This is an optimization exercise on Yosys and OpenROAD, whose aim is small area, a short achievable clock period and few clock cycles per item, not a production implementation.
Function was checked by simulation only, so behaviour that the tests miss may differ from the original.

==> flow/design.v <==
module pcm_voice_engine #(
    parameter int CHANNELS = 8,
    parameter int ADDR_W   = 24,
    parameter int PITCH_W  = 24
) (
    input  logic              CLK,
    input  logic              NRES,
    input  logic              wr_en,
    input  logic [9:0]        wr_addr,
    input  logic [7:0]        wr_data,
    input  logic              frame_start,
    output logic              rom_req,
    output logic [ADDR_W-1:0] rom_addr,
    input  logic              rom_ack,
    input  logic [7:0]        rom_data,
    output logic              smp_valid,
    output logic [2:0]        smp_ch,
    output logic [15:0]       smp_data,
    output logic              frame_done,
    output logic              frame_ovr
);
    logic [23:0] pitch_q [8];
    logic [23:0] start_q [8];
    logic [23:0] loop_q  [8];
    logic [2:0]  mode_q  [8];
    logic [7:0]  pend_on_q, pend_off_q;
    logic [7:0]  wp_q, ws_q, wl_q;
    logic [24:0] rpos_q  [8];   
    logic [15:0] rfrac_q [8];   
    logic [15:0] racc_q  [8];   
    logic [24:0] rlpos_q [8];   
    logic [7:0]  active_q;                   
    logic [7:0]  first_q, zp_q, zf_q, lw_q;  
    logic [15:0] cd_q [8];      
    logic [15:0] ccd_q;         
    logic [7:0]  cdl_q, cdh_q;  
    logic [7:0]  cv_q, kz_q, mk_q;
    logic        run_q, looped_q;
    logic [2:0]  e_q;
    logic [7:0]  lt_q;          
    logic [23:0] pcur_q;        
    logic [23:0] scur_q;        
    logic [2:0]  mcur_q;        
    logic        wrs_q;         
    logic        smp_valid_q, frame_done_q, frame_ovr_q;
    logic [2:0]  smp_ch_q;
    logic [15:0] smp_data_q;
    logic        rom_req_q;
    logic [23:0] rom_addr_q;
    logic [2:0]  fv_q;
    logic        f16_q, fdp_q, fhi_q, fkz_q, fst_q, flo0_q;
    logic        nval_q, n16_q, ndp_q, nkz_q;
    logic [2:0]  nv_q, fp_q;       
    logic        fpok_q;
    logic [23:0] nst_q, nsc_q;
    function automatic logic [2:0] first_set(input logic [7:0] m);
        logic [2:0] r;
        r = 3'd0;
        for (int i = 7; i >= 0; i--) if (m[i]) r = 3'(i);
        first_set = r;
    endfunction
    function automatic logic [7:0] dpcm_delta(input logic [3:0] n);
        logic [7:0] r;
        case (n)
            4'd0:    r = 8'd0;
            4'd1:    r = 8'd1;
            4'd2:    r = 8'd4;
            4'd3:    r = 8'd9;
            4'd4:    r = 8'd16;
            4'd5:    r = 8'd25;
            4'd6:    r = 8'd36;
            4'd7:    r = 8'd49;
            4'd8:    r = 8'hc0;    
            4'd9:    r = 8'hcf;    
            4'd10:   r = 8'hdc;    
            4'd11:   r = 8'he7;    
            4'd12:   r = 8'hf0;    
            4'd13:   r = 8'hf7;    
            4'd14:   r = 8'hfc;    
            default: r = 8'hff;    
        endcase
        dpcm_delta = r;
    endfunction
    logic       accept, key_on_wr, key_off_wr, wr_set;
    logic [7:0] kon, chg, inv_wr;
    always_comb begin
        accept     = frame_start && !run_q;
        key_on_wr  = wr_en && (wr_addr == 10'h200);
        key_off_wr = wr_en && (wr_addr == 10'h201);
        wr_set     = wr_en && (wr_addr[9:7] == 3'd0);
        kon        = pend_on_q & ~pend_off_q;
        chg        = pend_on_q | pend_off_q;
        for (int v = 0; v < 8; v++) begin
            inv_wr[v] = wr_set && (wr_addr[6:4] == 3'(v))
                        && ((wr_addr[3:2] == 2'd1)
                            || (wr_addr[3:2] == 2'd3 && wr_addr[1:0] == 2'd0));
        end
    end
    logic        x_act, x_cv, x_mk, x_zp, x_zf, x_first, is16, isdp, lpen;
    logic [24:0] p0, pos_a, pos_b, pos_new;
    logic [15:0] f0, a0, x_data;
    logic [7:0]  ph;
    logic [3:0]  nib;
    logic [7:0]  dlt;
    logic        dp_apply;
    logic [8:0]  s9;
    logic [15:0] acc_sat, acc_new, x_smp;
    logic [16:0] fsum;
    logic        c16, same_idx, x_go, x_loop, x_kill, x_exec, x_emit, x_run;
    always_comb begin
        x_act   = active_q[e_q];
        x_cv    = cv_q[e_q];
        x_mk    = mk_q[e_q];
        x_zp    = zp_q[0];
        x_zf    = zf_q[0];
        x_first = first_q[0];
        x_data  = ccd_q;
        is16    = (mcur_q[1:0] == 2'b01);
        isdp    = (mcur_q[1:0] == 2'b10);
        lpen    = mcur_q[2];
        p0      = x_zp ? 25'd0 : rpos_q[0];
        f0      = x_zf ? 16'd0 : rfrac_q[0];
        a0      = x_zf ? 16'd0 : racc_q[0];
        ph      = pcur_q[23:16];
        dlt      = p0[0] ? cdh_q : cdl_q;
        dp_apply = x_first || (p0 != (lw_q[0] ? rlpos_q[0] : 25'd0));
        s9       = {a0[15], a0[15:8]} + {dlt[7], dlt};
        if (!s9[8] && s9[7])      acc_sat = 16'h7fff;
        else if (s9[8] && !s9[7]) acc_sat = 16'h8000;
        else                      acc_sat = {s9[7:0], a0[7:0]};
        acc_new = (isdp && dp_apply) ? acc_sat : a0;
        fsum    = {1'b0, f0} + {1'b0, pcur_q[15:0]};
        c16     = fsum[16];
        pos_a   = p0 + {17'd0, ph};
        pos_b   = p0 + {16'd0, {1'b0, ph} + 9'd1};
        pos_new = c16 ? pos_b : pos_a;
        same_idx = ((ph == 8'd0) && !c16)
                   || (isdp && !p0[0]
                       && (((ph == 8'd1) && !c16) || ((ph == 8'd0) && c16)));
        if (is16)      x_smp = x_data;
        else if (isdp) x_smp = acc_new;
        else           x_smp = {x_data[7:0], 8'h00};
        x_run  = run_q || (frame_start && !chg[0] && !wrs_q);
        x_go   = x_run && (!x_act || x_cv);
        x_loop = x_run && x_act && x_cv && x_mk && lpen && !looped_q;
        x_kill = x_run && x_act && x_cv && x_mk && !(lpen && !looped_q);
        x_exec = x_run && x_act && x_cv && !x_mk;
        x_emit = x_go && !x_loop;
    end
    logic [7:0]  done_m, want_kz, act_nx, need;
    logic        busy, port_free, last_b, fill_ok, cont16, issue, s_load;
    logic        need_c, s_kz, okA, okB;
    logic [7:0]  needA;
    logic [2:0]  candA, candB;
    logic        direct;
    logic [23:0] d_sc;
    logic [2:0]  rc;
    logic [24:0] s_pos;
    logic [23:0] s_sc;
    logic [1:0]  s_mode;
    always_comb begin
        busy      = rom_req_q;
        port_free = !rom_req_q || rom_ack;
        last_b    = !f16_q || fhi_q;
        fill_ok   = rom_req_q && rom_ack && last_b && !fst_q && !inv_wr[fv_q];
        cont16    = rom_req_q && rom_ack && f16_q && !fhi_q && !fst_q
                    && !inv_wr[fv_q] && !(accept && !(fkz_q ? kon[fv_q] : !chg[fv_q]));
        issue     = port_free && !cont16 && nval_q;
        s_load    = !nval_q || (port_free && !cont16);
        for (int v = 0; v < 8; v++) begin
            done_m[v]  = !run_q || lt_q[v];
            want_kz[v] = done_m[v] && kon[v];
            act_nx[v]  = done_m[v] ? (!pend_off_q[v] && (active_q[v] || pend_on_q[v]))
                                   : active_q[v];
            need[v]    = act_nx[v] && !(cv_q[v] && (kz_q[v] == want_kz[v]))
                         && !(busy && fv_q == 3'(v))
                         && !(nval_q && nv_q == 3'(v));
        end
        need_c = fpok_q && need[fp_q];
        needA = need;
        if (need_c) needA[fp_q] = 1'b0;
        okA   = |needA;
        okB   = |need;
        candA = (|(needA & ~lt_q)) ? first_set(needA & ~lt_q) : first_set(needA);
        candB = (|(need & ~lt_q))  ? first_set(need & ~lt_q)  : first_set(need);
        direct = x_exec && !same_idx && s_load && (need == 8'd0)
                 && !pend_off_q[e_q] && !kon[e_q] && !inv_wr[e_q];
        if (is16)      d_sc = {pos_new[22:0], 1'b0};
        else if (isdp) d_sc = pos_new[24:1];
        else           d_sc = pos_new[23:0];
        rc     = fp_q - e_q;
        s_kz   = want_kz[fp_q];
        s_mode = mode_q[fp_q][1:0];
        s_pos  = (s_kz || zp_q[rc]) ? 25'd0 : rpos_q[rc];
        if (s_mode == 2'b01)      s_sc = {s_pos[22:0], 1'b0};
        else if (s_mode == 2'b10) s_sc = s_pos[24:1];
        else                      s_sc = s_pos[23:0];
    end
    logic       wr_byte_ok;
    logic [23:0] wr_lane;
    always_comb begin
        wr_byte_ok = (wr_addr[1:0] != 2'd3);
        wr_lane    = {(wr_addr[1:0] == 2'd2) ? wr_data : 8'd0,
                      (wr_addr[1:0] == 2'd1) ? wr_data : 8'd0,
                      (wr_addr[1:0] == 2'd0) ? wr_data : 8'd0};
    end
    always_ff @(posedge CLK) begin
        for (int c = 0; c < 8; c++) begin
            if (wr_set && wr_byte_ok && (wr_addr[6:4] == 3'(c))) begin
                for (int j = 0; j < 3; j++) begin
                    if (wr_addr[3:2] == 2'd0 && (wr_addr[1:0] == 2'(j) || !wp_q[c]))
                        pitch_q[c][8*j +: 8] <= wr_lane[8*j +: 8];
                    if (wr_addr[3:2] == 2'd1 && (wr_addr[1:0] == 2'(j) || !ws_q[c]))
                        start_q[c][8*j +: 8] <= wr_lane[8*j +: 8];
                    if (wr_addr[3:2] == 2'd2 && (wr_addr[1:0] == 2'(j) || !wl_q[c]))
                        loop_q[c][8*j +: 8] <= wr_lane[8*j +: 8];
                end
            end
        end
    end
    always_ff @(posedge CLK or negedge NRES) begin
        if (!NRES) begin
            for (int c = 0; c < 8; c++) mode_q[c] <= '0;
            wp_q       <= '0;
            ws_q       <= '0;
            wl_q       <= '0;
            pend_on_q  <= '0;
            pend_off_q <= '0;
        end else begin
            for (int c = 0; c < 8; c++) begin
                if (wr_set && wr_byte_ok && (wr_addr[6:4] == 3'(c))) begin
                    case (wr_addr[3:2])
                        2'd0: wp_q[c] <= 1'b1;
                        2'd1: ws_q[c] <= 1'b1;
                        2'd2: wl_q[c] <= 1'b1;
                        default: if (wr_addr[1:0] == 2'd0) mode_q[c] <= wr_data[2:0];
                    endcase
                end
            end
            pend_on_q  <= (accept ? 8'd0 : pend_on_q)
                          | (key_on_wr ? wr_data : 8'd0);
            pend_off_q <= (accept ? 8'd0 : pend_off_q)
                          | (key_off_wr ? wr_data : 8'd0);
        end
    end
    always_ff @(posedge CLK) begin
        if (x_emit) begin
            for (int i = 0; i < 7; i++) rlpos_q[i] <= rlpos_q[i+1];
            rlpos_q[7] <= (x_exec && isdp) ? p0 : rlpos_q[0];
            for (int i = 0; i < 7; i++) begin
                rpos_q[i]  <= rpos_q[i+1];
                rfrac_q[i] <= rfrac_q[i+1];
                racc_q[i]  <= racc_q[i+1];
            end
            if (x_exec) begin
                rpos_q[7]  <= pos_new;
                rfrac_q[7] <= fsum[15:0];
                racc_q[7]  <= acc_new;
            end else begin
                rpos_q[7]  <= rpos_q[0];
                rfrac_q[7] <= rfrac_q[0];
                racc_q[7]  <= racc_q[0];
            end
        end else if (x_loop) begin
            rpos_q[0] <= {1'b0, wl_q[e_q] ? loop_q[e_q] : 24'd0};
        end
        if (x_emit) begin
            pcur_q <= wp_q[e_q + 3'd1] ? pitch_q[e_q + 3'd1] : 24'd0;
            scur_q <= ws_q[e_q + 3'd1] ? start_q[e_q + 3'd1] : 24'd0;
            mcur_q <= mode_q[e_q + 3'd1];
        end else if (!run_q) begin
            pcur_q <= wp_q[0] ? pitch_q[0] : 24'd0;
            scur_q <= ws_q[0] ? start_q[0] : 24'd0;
            mcur_q <= mode_q[0];
        end
        begin
            logic [15:0] b;
            logic [2:0]  ne;
            ne = x_emit ? e_q + 3'd1 : e_q;
            b  = x_emit ? cd_q[e_q + 3'd1] : ccd_q;
            if (rom_req_q && rom_ack && fv_q == ne) begin
                if (fhi_q) b[15:8] = rom_data;
                else       b[7:0]  = rom_data;
            end
            ccd_q <= b;
            cdl_q <= dpcm_delta(b[3:0]);
            cdh_q <= dpcm_delta(b[7:4]);
        end
        for (int c = 0; c < 8; c++) begin
            if (rom_req_q && rom_ack && fv_q == 3'(c)) begin
                if (fhi_q) cd_q[c][15:8] <= rom_data;
                else       cd_q[c][7:0]  <= rom_data;
            end
        end
        smp_ch_q   <= e_q;
        smp_data_q <= x_exec ? x_smp : 16'd0;
        if (port_free) begin
            if (cont16)      rom_addr_q <= rom_addr_q + 24'd1;
            else if (nval_q) rom_addr_q <= nst_q + nsc_q;
        end
        if (direct) begin
            nv_q  <= e_q;
            nst_q <= scur_q;
            nsc_q <= d_sc;
            n16_q <= is16;
            ndp_q <= isdp;
        end else if (s_load) begin
            nv_q  <= fp_q;
            nst_q <= ws_q[fp_q] ? start_q[fp_q] : 24'd0;
            nsc_q <= s_sc;
            n16_q <= (s_mode == 2'b01);
            ndp_q <= (s_mode == 2'b10);
        end
        if (port_free && !cont16 && nval_q) begin
            fv_q  <= nv_q;
            f16_q <= n16_q;
            fdp_q <= ndp_q;
        end
        if (rom_req_q && rom_ack && !fhi_q) flo0_q <= (rom_data == 8'h00);
    end
    always_ff @(posedge CLK or negedge NRES) begin
        if (!NRES) begin
            active_q     <= '0;
            first_q      <= '0;
            zp_q         <= '0;
            zf_q         <= '0;
            lw_q         <= '0;
            cv_q         <= '0;
            kz_q         <= '0;
            mk_q         <= '0;
            run_q        <= 1'b0;
            wrs_q        <= 1'b0;
            looped_q     <= 1'b0;
            e_q          <= '0;
            lt_q         <= '0;
            smp_valid_q  <= 1'b0;
            frame_done_q <= 1'b0;
            frame_ovr_q  <= 1'b0;
            rom_req_q    <= 1'b0;
            fhi_q        <= 1'b0;
            fkz_q        <= 1'b0;
            fst_q        <= 1'b0;
            nval_q       <= 1'b0;
            nkz_q        <= 1'b0;
            fp_q         <= '0;
            fpok_q       <= 1'b0;
        end else begin
            for (int c = 0; c < 8; c++) begin
                logic cv_n, kz_n;
                cv_n = cv_q[c];
                kz_n = kz_q[c];
                if (fill_ok && fv_q == 3'(c)) begin
                    cv_n = 1'b1;
                    kz_n = fkz_q;
                    mk_q[c] <= f16_q ? (flo0_q && rom_data == 8'h80)
                             : fdp_q ? (rom_data == 8'h88)
                                     : (rom_data == 8'h80);
                end
                if (accept) begin
                    cv_n = cv_n && (kz_n ? kon[c] : !chg[c]);
                    kz_n = 1'b0;
                    if (pend_off_q[c]) begin
                        active_q[c] <= 1'b0;
                    end else if (pend_on_q[c]) begin
                        active_q[c] <= 1'b1;
                        first_q[c]  <= 1'b1;
                        zp_q[c]     <= 1'b1;
                        zf_q[c]     <= 1'b1;
                    end
                end
                if (inv_wr[c]) cv_n = 1'b0;
                if (e_q == 3'(c)) begin
                    if (x_loop) cv_n = 1'b0;
                    if (x_exec) cv_n = same_idx;
                    if (x_kill) active_q[c] <= 1'b0;
                end
                cv_q[c] <= cv_n;
                kz_q[c] <= kz_n;
            end
            if (x_emit) begin
                for (int i = 0; i < 7; i++) begin
                    first_q[i] <= first_q[i+1] || (accept && kon[i+1]);
                    zp_q[i]    <= zp_q[i+1]    || (accept && kon[i+1]);
                    zf_q[i]    <= zf_q[i+1]    || (accept && kon[i+1]);
                    lw_q[i]    <= lw_q[i+1];
                end
                first_q[7] <= first_q[0] && !x_exec;
                zp_q[7]    <= zp_q[0] && !x_exec;
                zf_q[7]    <= zf_q[0] && !x_exec;
                lw_q[7]    <= lw_q[0] || (x_exec && isdp);
            end else if (x_loop) begin
                zp_q[0] <= 1'b0;
            end
            frame_ovr_q  <= frame_start && run_q;
            wrs_q        <= wr_set;
            smp_valid_q  <= x_emit;
            frame_done_q <= x_emit && (e_q == 3'd7);
            if (accept) run_q <= 1'b1;
            if (x_loop) looped_q <= 1'b1;
            if (x_emit) begin
                looped_q <= 1'b0;
                e_q      <= e_q + 3'd1;
                lt_q     <= (e_q == 3'd7) ? 8'd0 : {lt_q[6:0], 1'b1};
                if (e_q == 3'd7) run_q <= 1'b0;
            end
            if (rom_req_q && !rom_ack) begin
                fst_q <= fst_q || inv_wr[fv_q]
                         || (accept && !(fkz_q ? kon[fv_q] : !chg[fv_q]));
                if (accept) fkz_q <= 1'b0;
            end
            if (port_free) begin
                if (cont16) begin
                    fhi_q <= 1'b1;
                    if (accept) fkz_q <= 1'b0;
                end else if (nval_q) begin
                    rom_req_q <= 1'b1;
                    fhi_q     <= 1'b0;
                    fkz_q     <= accept ? 1'b0 : nkz_q;
                    fst_q     <= inv_wr[nv_q]
                                 || (accept && !(nkz_q ? kon[nv_q] : !chg[nv_q]));
                end else begin
                    rom_req_q <= 1'b0;
                end
            end
            if (s_load && !direct) begin
                fp_q   <= candA;
                fpok_q <= okA;
            end else begin
                fp_q   <= candB;
                fpok_q <= okB;
            end
            if (direct) begin
                nval_q <= 1'b1;
                nkz_q  <= 1'b0;
            end else if (s_load) begin
                nval_q <= need_c && !inv_wr[fp_q]
                          && !(accept && !(s_kz ? kon[fp_q] : !chg[fp_q]));
                nkz_q  <= accept ? 1'b0 : s_kz;
            end else begin
                nval_q <= !inv_wr[nv_q]
                          && !(accept && !(nkz_q ? kon[nv_q] : !chg[nv_q]));
                if (accept) nkz_q <= 1'b0;
            end
        end
    end
    assign rom_req    = rom_req_q;
    assign rom_addr   = rom_addr_q;
    assign smp_valid  = smp_valid_q;
    assign smp_ch     = smp_ch_q;
    assign smp_data   = smp_data_q;
    assign frame_done = frame_done_q;
    assign frame_ovr  = frame_ovr_q;
endmodule
==> flow/run.sh <==
#!/bin/bash
# synth_recipe.tcl (not shown) runs the flow's synth.tcl, then flattens the netlist and writes it again
# the make line also repeats each setting of config.mk as NAME=value (left out here)
make -C /OpenROAD-flow-scripts/flow DESIGN_CONFIG=/design/flow/config.mk WORK_HOME=/design/flow/orfs CLKGATE_MAP_FILE= SYNTH_SCRIPT=/design/flow/synth_recipe.tcl finish
==> flow/config.mk <==
export PLATFORM = sky130hd
export DESIGN_NAME = pcm_voice_engine
export DESIGN_NICKNAME = pcm_voice_engine
export VERILOG_FILES = /design/flow/design.v
export SDC_FILE = /design/flow/constraint.sdc
export NUM_CORES = 4
export LEC_CHECK = 0
export CAP_MARGIN = 20
export CORE_MARGIN = 2
export CORE_UTILIZATION = 55
export SETUP_SLACK_MARGIN = 3.0
export SLEW_MARGIN = 20
==> flow/constraint.sdc <==
create_clock -name core_clock -period 6.5 [get_ports {CLK}]
set_input_delay 1.3000 -clock core_clock [delete_from_list [all_inputs] [get_ports {CLK}]]
set_output_delay 1.3000 -clock core_clock [all_outputs]
set_load 0.01 [all_outputs]
==> key figures, run 1 <==
Status
  • Status: finished clean

Synth
  • Leading area contributor after synthesis: edfxtp_1
  • Post-Syn Instances: 5,383
  • Synth Register Bits: 1,694
  • Largest cells by area after synthesis: edfxtp_1 61%, dfrtp_1 5.2%, mux2_2 5.1%, nand2_1 2.7%, a22oi_1 2.0%
  • Share of flip-flops with an asynchronous set or reset: 0.0915
  • Ys flop type: edfxtp_1
  • Syn avg cell area: 13.8 µm²
  • Fraction of the yosys area taken by sequential cells: 0.670
  • Ys Warns: 10
  • Top-area cell type share of the netlist area: 0.605
  • Post-Synthesis Cell Area: 74,100 µm²
  • Number of enable flip-flop cells after synthesis: 1,494
  • Syn_nets: 5,500
  • Cell variety after synth: 124

Layout
  • Share of cells above drive strength 1: 0.262
  • Commonest non-fill, non-tap cell in the layout: edfxtp_1
  • Area growth syn-to-layout: 20.1%
  • Most frequent cells in the layout: 1,494 x edfxtp_1, 506 x nand2_1, 344 x buf_4
  • Final net count: 5,900
  • Fin cells: 7,701

Job
  • Max Cap Viol: 0

Timing
  • Period minus WS final: 3.92 ns
  • Slew Viols, Final: 0
  • Slew HR: 0.246
  • Final setup vio count: 0
  • Final Hold Violating Endpoints: 0
  • Fmax: 255 MHz
  • Final Cycle Share: 0.604
  • Setup Skew: 0.0577 ns
  • Setup_tns: 0 ns
  • Measured slew at the worst slew-check pin: 1.13 ns
  • RSZ-0062 raised after global routing: true

Floorplanning
  • Die area: 138,000 µm²
  • I/O Pins: 78
  • Die height: 371 µm
  • Rows: 134
  • Initial Utilization: 0.555
  • Die Wd: 371 µm
  • Floorplan core area: 134,000 µm²

Global route
  • Largest net degree at the start of global routing: 122
  • GRT Util Overall: 0.338
  • Vias in the first global route: 47,800
  • First-pass GRT wire length: 334,000 µm
  • Initial antenna violation count: 7
  • Total gr overflow: 0

Worst setup path
  • Endpoint type of the worst setup path: flop
  • Crit path launch: zf_q[0]
  • R2R Path End: nsc_q[21]
  • Data required time of the worst path: 7.06 ns
  • Worst Setup EP: nsc_q[21]
  • Reg2reg setup slack: 2.58 ns
  • Crit path kind: flop to flop
  • Worst r2r path cells: 16
  • Crit path DAT: 4.48 ns
  • Critical register-to-register path startpoint: zf_q[0]
  • CP Launch Type: flop
  • CP max FO: 9

Routing
  • Routed wire length: 237,000 µm
  • DRC Markers: 0
  • WL/cell: 30.7 µm
  • 1st-pass router iterations: 8
  • First DRT Iteration DRCs: 6,413
  • Via density: 6.53
  • Antenna-violating nets left: 0
  • DR vias: 50,300

Hold path
  • Worst hold path class: flop to flop
  • Hold path depth: 0

Clocking
  • Clock Sinks: 1,694
  • CTS buffer count: 173
  • TritonCTS clock tree: done
  • Bufs on Longest Clock Path: 3
  • Worst-path clk slew: 0.06 ns
  • Root Buffer: clkbuf_16
  • Clock Latency Late Sink: 0.83 ns
  • H-tree Lvls: 4

Placement
  • GP Congestion: 0.987
  • Placed instance count: 7,044
  • IO Port Bufs: 77
  • Post-DP HPWL: 148,000 µm
-- cells by family after synthesis --
group	synth area share
DFF	0.670
and+or+nand+nor	0.0871
AOI/OAI and AO/OA	0.121
muxes	0.0697
buffers and inverters	0.0229
xor gates and xnor gates	0.0136
adders and majority gates	0.0154
-- through the flow --
stage | hold slack [ns] | cell area, µm² | utilization | worst slack [ns]
6_report | 0.392 | 89000 | 0.666 | 2.58
5_1_grt | 0.401 | 89000 | 0.666 | 2.50
4_1_cts | 0.390 | 87000 | 0.651 | 2.56
3_5_place_dp | 0.405 | 77400 | 0.579 | 1.09
3_3_place_gp | 0.400 | 77400 | 0.579 | 1.16
2_1_floorplan | 0.394 | 74700 | - | 2.60
-- registers in the layout, summed over array words and instances, names as in the netlist, 128 cells and up --
signal / flops
racc_q: 128
rlpos_q: 200
start_q: 192
pitch_q: 192
cd_q: 128
loop_q: 192
rfrac_q: 128
rpos_q: 200
-- critical path, cell delays in order, from the launching register on --
cell and delay (ns):
dfrtp_2 0.42, buf_12 0.15, nor2b_1 0.11, ha_2 0.20, fa_2 0.23, a211oi_4 0.08
o21ai_2 0.20, a22oi_2 0.14, buf_4 0.17, a2111o_1 0.40, o311ai_4 0.09, buf_12 0.17
a31oi_4 0.18, nor4_4 0.42, mux2i_2 0.38, o21a_1 0.23, a211oi_2 0.08
-- cell usage after synthesis (all sizes together) (62+ instances only) --
cell	n
nand2b	72
nand2	525
clkbuf	243
nor2b	83
a21oi	283
and2	62
nor3	84
edfxtp	1494
mux2	340
a22o	73
buf	84
inv	82
o21ai	228
nor2	274
dfrtp	155
a22oi	195
ha	80
nand3	72
mux2i	76
xnor2	74
-- layer usage --
layer	up-vias	routed length, µm	part of all wire	global-route usage
met3	521	23100	0.098	0.0703
met5	-	13	0.000055	0
met4	2	10600	0.045	0.134
met1	25500	96600	0.41	0.479
met2	2621	106000	0.45	0.514
li1	21600	-	-	-
-- cell type report --
| type | count | area (µm²) |
|---|---|---|
| Sequential cell | 1694 | 49700 |
| Multi-Input combinational cell | 3285 | 25400 |
| Timing Repair Buffer | 544 | 5510 |
| Tap cell | 1768 | 2210 |
| Clock buffer | 220 | 4620 |
| Antenna cell | 3 | 7.51 |
| Fill cell | 9678 | 44600 |
| Clock inverter | 102 | 1190 |
| Inverter | 84 | 398 |
| Timing Repair inverter | 1 | 8.76 |
-- what timing repair did --
item | in CTS | in global routing
buffers inserted | 204 | 106
setup endpoints to repair | 1421 | 454
resized for setup | 377 | 247
gates cloned | 16 | 6
hold buffers | 0 | 0
pin swaps | 99 | 90
-- worst min path at each step --
stage	from	endpoint	slack, ns
floorplan	e_q[2]	smp_ch_q[2]	0.39
global placement	rlpos_q[6][1]	rlpos_q[5][1]	0.40
detailed placement	racc_q[2][6]	racc_q[1][6]	0.40
CTS	rlpos_q[4][10]	rlpos_q[3][10]	0.39
global route	rlpos_q[5][9]	rlpos_q[4][9]	0.40
finish	rlpos_q[4][10]	rlpos_q[3][10]	0.39
Testbench counts, summed over its fixed seeds: cycles 18,406, frames 1,536.
==> inputs of run 2 (changes only) <==
--- a/flow/config.mk
+++ b/flow/config.mk
@@ -8,5 +8,5 @@
 export CAP_MARGIN = 20
 export CORE_MARGIN = 2
-export CORE_UTILIZATION = 55
-export SETUP_SLACK_MARGIN = 3.0
+export CORE_UTILIZATION = 50
+export SETUP_SLACK_MARGIN = 2.9
 export SLEW_MARGIN = 20
==> run 2 against run 1 <==
Compared with the run above: still clean on timing, DRC and antenna; core utilization down 6.2 points; clock-buffer cell count is 22 higher; cell area grew 0.13%; clock skew down 0.00061 ns; sequential cell count unchanged; routed wire length up 3.2%; worst setup slack gained 0.073 ns; sequential share of layout area decreased by 0.071 points.
==> key figures, run 2 <==
Layout
  • Fin cells: 7,826 (+1.6%)
  • Commonest non-fill, non-tap cell in the layout: edfxtp_1
  • Top flop regs: rlpos_q (200), rpos_q (200)
  • Final net count: 5,854 (-0.78%)
  • Most frequent cells in the layout: 1,494 x edfxtp_1, 493 x nand2_1, 329 x mux2_2
  • Share of cells above drive strength 1: 0.256 (-0.00663)
  • Area growth syn-to-layout: 20.2%

Worst setup path
  • CP Launch Type: flop
  • Crit path kind: flop to flop
  • Data required time of the worst path: 7.04 ns (-0.02 ns)
  • Worst r2r path cells: 18 (+2)
  • R2R Path End: nsc_q[15]
  • Critical register-to-register path startpoint: rfrac_q[0][0]
  • CP max FO: 5 (-4)
  • Crit path DAT: 4.40 ns (-0.08 ns)
  • Endpoint type of the worst setup path: flop
  • Reg2reg setup slack: 2.65 ns (+0.07 ns)

Synth
  • Synth Register Bits: 1,694 (unchanged)
  • Cell variety after synth: 124 (unchanged)
  • Largest cells by area after synthesis: edfxtp_1 61%, dfrtp_1 5.2%, mux2_2 5.1%, nand2_1 2.7%, a22oi_1 2.0%
  • Synth top cells by count: 1,494 x edfxtp_1, 524 x nand2_1, 338 x mux2_2
  • Top-area cell type share of the netlist area: 0.605 (unchanged)
  • Syn_nets: 5,500 (unchanged)
  • Ys flop type: edfxtp_1
  • Post-Syn Instances: 5,383 (unchanged)
  • Fraction of the yosys area taken by sequential cells: 0.670 (unchanged)
  • Number of enable flip-flop cells after synthesis: 1,494 (unchanged)
  • Share of flip-flops with an asynchronous set or reset: 0.0915 (unchanged)
  • Syn avg cell area: 13.8 µm² (unchanged)
  • Ys Warns: 10 (unchanged)
  • Most instantiated library cell after synthesis: edfxtp_1
  • Leading area contributor after synthesis: edfxtp_1
  • Post-Synthesis Cell Area: 74,100 µm² (unchanged)

Floorplanning
  • Rows: 141 (+5.2%)
  • I/O Pins: 78 (unchanged)
  • Initial Utilization: 0.502 (-0.0521)
  • Die area: 151,000 µm² (+9.9%)
  • Die Wd: 389 µm (+4.8%)
  • Floorplan core area: 147,000 µm² (+10%)
  • Die height: 389 µm (+4.8%)

Placement
  • Placed instance count: 7,224 (+2.6%)
  • Post-DP HPWL: 159,000 µm (+7.9%)
  • GP Congestion: 0.982 (-0.58%)
  • IO Port Bufs: 77 (unchanged)
  • Setup Slack @ Placement: 1.06 ns (-0.0337 ns)

Timing
  • Measured slew at the worst slew-check pin: 1.23 ns (+0.107 ns)
  • Final Hold Violating Endpoints: 0 (unchanged)
  • Setup Skew: 0.0571 ns (-0.000607 ns)
  • RSZ-0062 raised after global routing: true
  • Setup WS post-layout: 2.65 ns (+0.0728 ns)
  • Final setup vio count: 0 (unchanged)
  • Fmax: 260 MHz (+1.9%)
  • Period minus WS final: 3.85 ns (-0.0728 ns)
  • Setup_tns: 0 ns (unchanged)
  • Slew HR: 0.175 (-0.0704)
  • Final Cycle Share: 0.593 (-0.0112)
  • Slew Viols, Final: 0 (unchanged)
  • Final hold slack: 0.413 ns (+0.0211 ns)

Global route
  • Vias in the first global route: 47,800 (-0.029%)
  • Largest net degree at the start of global routing: 157 (+29%)
  • First-pass GRT wire length: 344,000 µm (+3.0%)
  • Initial antenna violation count: 22 (+15)
  • GRT Util Overall: 0.317 (-0.0204)
  • Total gr overflow: 0 (unchanged)

Routing
  • 1st-pass router iterations: 7 (-1)
  • Met1 WL: 99,300 µm (+2.8%)
  • Antenna-violating nets left: 0 (unchanged)
  • WL met2: 109,000 µm (+2.5%)
  • First DRT Iteration DRCs: 6,300 (-1.8%)
  • Routed length on met3: 24,000 µm (+3.7%)
  • WL/cell: 31.2 µm (+1.5%)
  • Max layer used: met5
  • Routed wire length: 244,000 µm (+3.2%)
  • DR vias: 50,100 (-0.39%)
  • DRC Markers: 0 (unchanged)
  • Via density: 6.40 (-2.0%)

Job
  • Max Cap Viol: 0 (unchanged)

Clocking
  • TritonCTS clock tree: done
  • Root Buffer: clkbuf_16
  • Bufs on Longest Clock Path: 3 (unchanged)
  • H-tree Lvls: 4 (unchanged)
  • Clock Sinks: 1,694 (unchanged)
  • CTS buffer count: 179 (+3.5%)
  • Clock Latency Late Sink: 0.84 ns (about the same)
  • Worst-path clk slew: 0.06 ns (about the same)

Hold path
  • Worst hold path class: flop to flop
  • Hold wc startpoint: rfrac_q[6][12]
  • Worst min-delay path endpoint: rfrac_q[5][12]
  • Hold path depth: 0 (unchanged)

Status
  • Status: finished clean
==> run 2: area by class of cell <==
type | instances | area [µm²]
multi-input cells | 3285 | 25400
repair inverters | 2 | 17.5
clock buffers | 242 | 4850
well taps | 1930 | 2410
repair buffers | 491 | 5110
inverters | 84 | 382
flip-flops and latches | 1694 | 49700
fillers | 11200 | 58400
clock inverters | 94 | 1280
diodes | 4 | 10.0
==> run 2: timing repair <==
item / CTS / global route
resized for setup: 388 / 241
endpoints found under the setup margin: 1010 / 299
pin swaps: 121 / 109
buffers inserted: 152 / 84
cloned: 21 / 4
hold buffers: 0 / 0
==> run 2: worst max-delay path by stage <==
stage | from | endpoint | slack [ns] | cells past startpoint
after global routing | rfrac_q[0][0] | nsc_q[15] | 2.56 | 18
after floorplan | frame_start | racc_q[0][0] | 2.60 | 6
final | rfrac_q[0][0] | nsc_q[15] | 2.65 | 18
after global placement | wr_addr[9] | nst_q[5] | 1.21 | 11
after detailed placement | wr_addr[1] | nst_q[6] | 1.06 | 11
after CTS | e_q[0] | nsc_q[6] | 2.60 | 16
==> run 2: kinds of logic after synthesis <==
group / count (synthesis) / synth area share
AO/OA/AOI/OAI: 1288 / 0.121
adder cells (fa/ha/maj): 88 / 0.0154
flip-flops: 1694 / 0.670
XOR/XNOR: 111 / 0.0136
AND/OR/NAND/NOR: 1350 / 0.0871
multiplexers: 441 / 0.0697
buffers and inverters: 411 / 0.0229
==> run 2: through the flow <==
| stage | cell area, µm² | util |
|---|---|---|
| 6_report | 89100 | 0.604 |
| 5_1_grt | 89100 | 0.604 |
| 4_1_cts | 87200 | 0.591 |
| 3_5_place_dp | 77700 | 0.527 |
| 3_3_place_gp | 77600 | 0.526 |
| 2_1_floorplan | 74500 | - |
==> run 2: layer usage <==
| metal | track usage | up-vias |
|---|---|---|
| met4 | 0.134 | 14 |
| met2 | 0.482 | 2644 |
| li1 | - | 21600 |
| met1 | 0.443 | 25400 |
| met5 | 0 | - |
| met3 | 0.0712 | 544 |
==> run 2: worst max-delay path, stage by stage (launching register included) <==
cell and delay [ns]:
edfxtp_1 0.42, nor2b_4 0.16, ha_4 0.16, fa_2 0.37, a211oi_4 0.25, o21ai_2 0.12
a22oi_2 0.15, buf_6 0.14, a21oi_4 0.08, o311ai_4 0.32, buf_12 0.16, a31oi_4 0.15
buf_4 0.20, buf_12 0.12, o31ai_4 0.15, buf_4 0.19, nand3_4 0.09, and2_4 0.17
a21o_1 0.17

[what the ideal ports hide]
How much do the figures lean on ideal ports? The routed layouts below were timed once more, with nothing changed but the port constraints.
Step 1 (the two cells are an assumption about what drives the block):
set clk [get_ports {CLK}]
set_driving_cell -lib_cell sky130_fd_sc_hd__clkbuf_16 $clk
set_driving_cell -lib_cell sky130_fd_sc_hd__buf_2 [delete_from_list [all_inputs] $clk]
Step 2 also shifts input and output timing later by t, the mid clock arrival at the registers, as if the neighbouring blocks saw the same clock.
Slacks: ideal / step 1 / step 2; pairs: ideal / step 1.
| run | shift t [ns] | slack for setup (ns) | hold WS [ns] | clock arrival spread, ns |
|---|---|---|---|---|
| run 1 | 0.883 | 2.576 / 2.576 / 1.855 | 0.392 / 0.367 / 0.392 | 0.060 / 0.060 |
| run 2 | 0.897 | 2.649 / 2.649 / 1.825 | 0.413 / 0.413 / 0.413 | 0.060 / 0.061 |
After both steps every run listed still meets setup and hold. The setup slack of run 2, which loses most, moves by 0.000 ns with the drivers and by -0.824 ns with both steps.
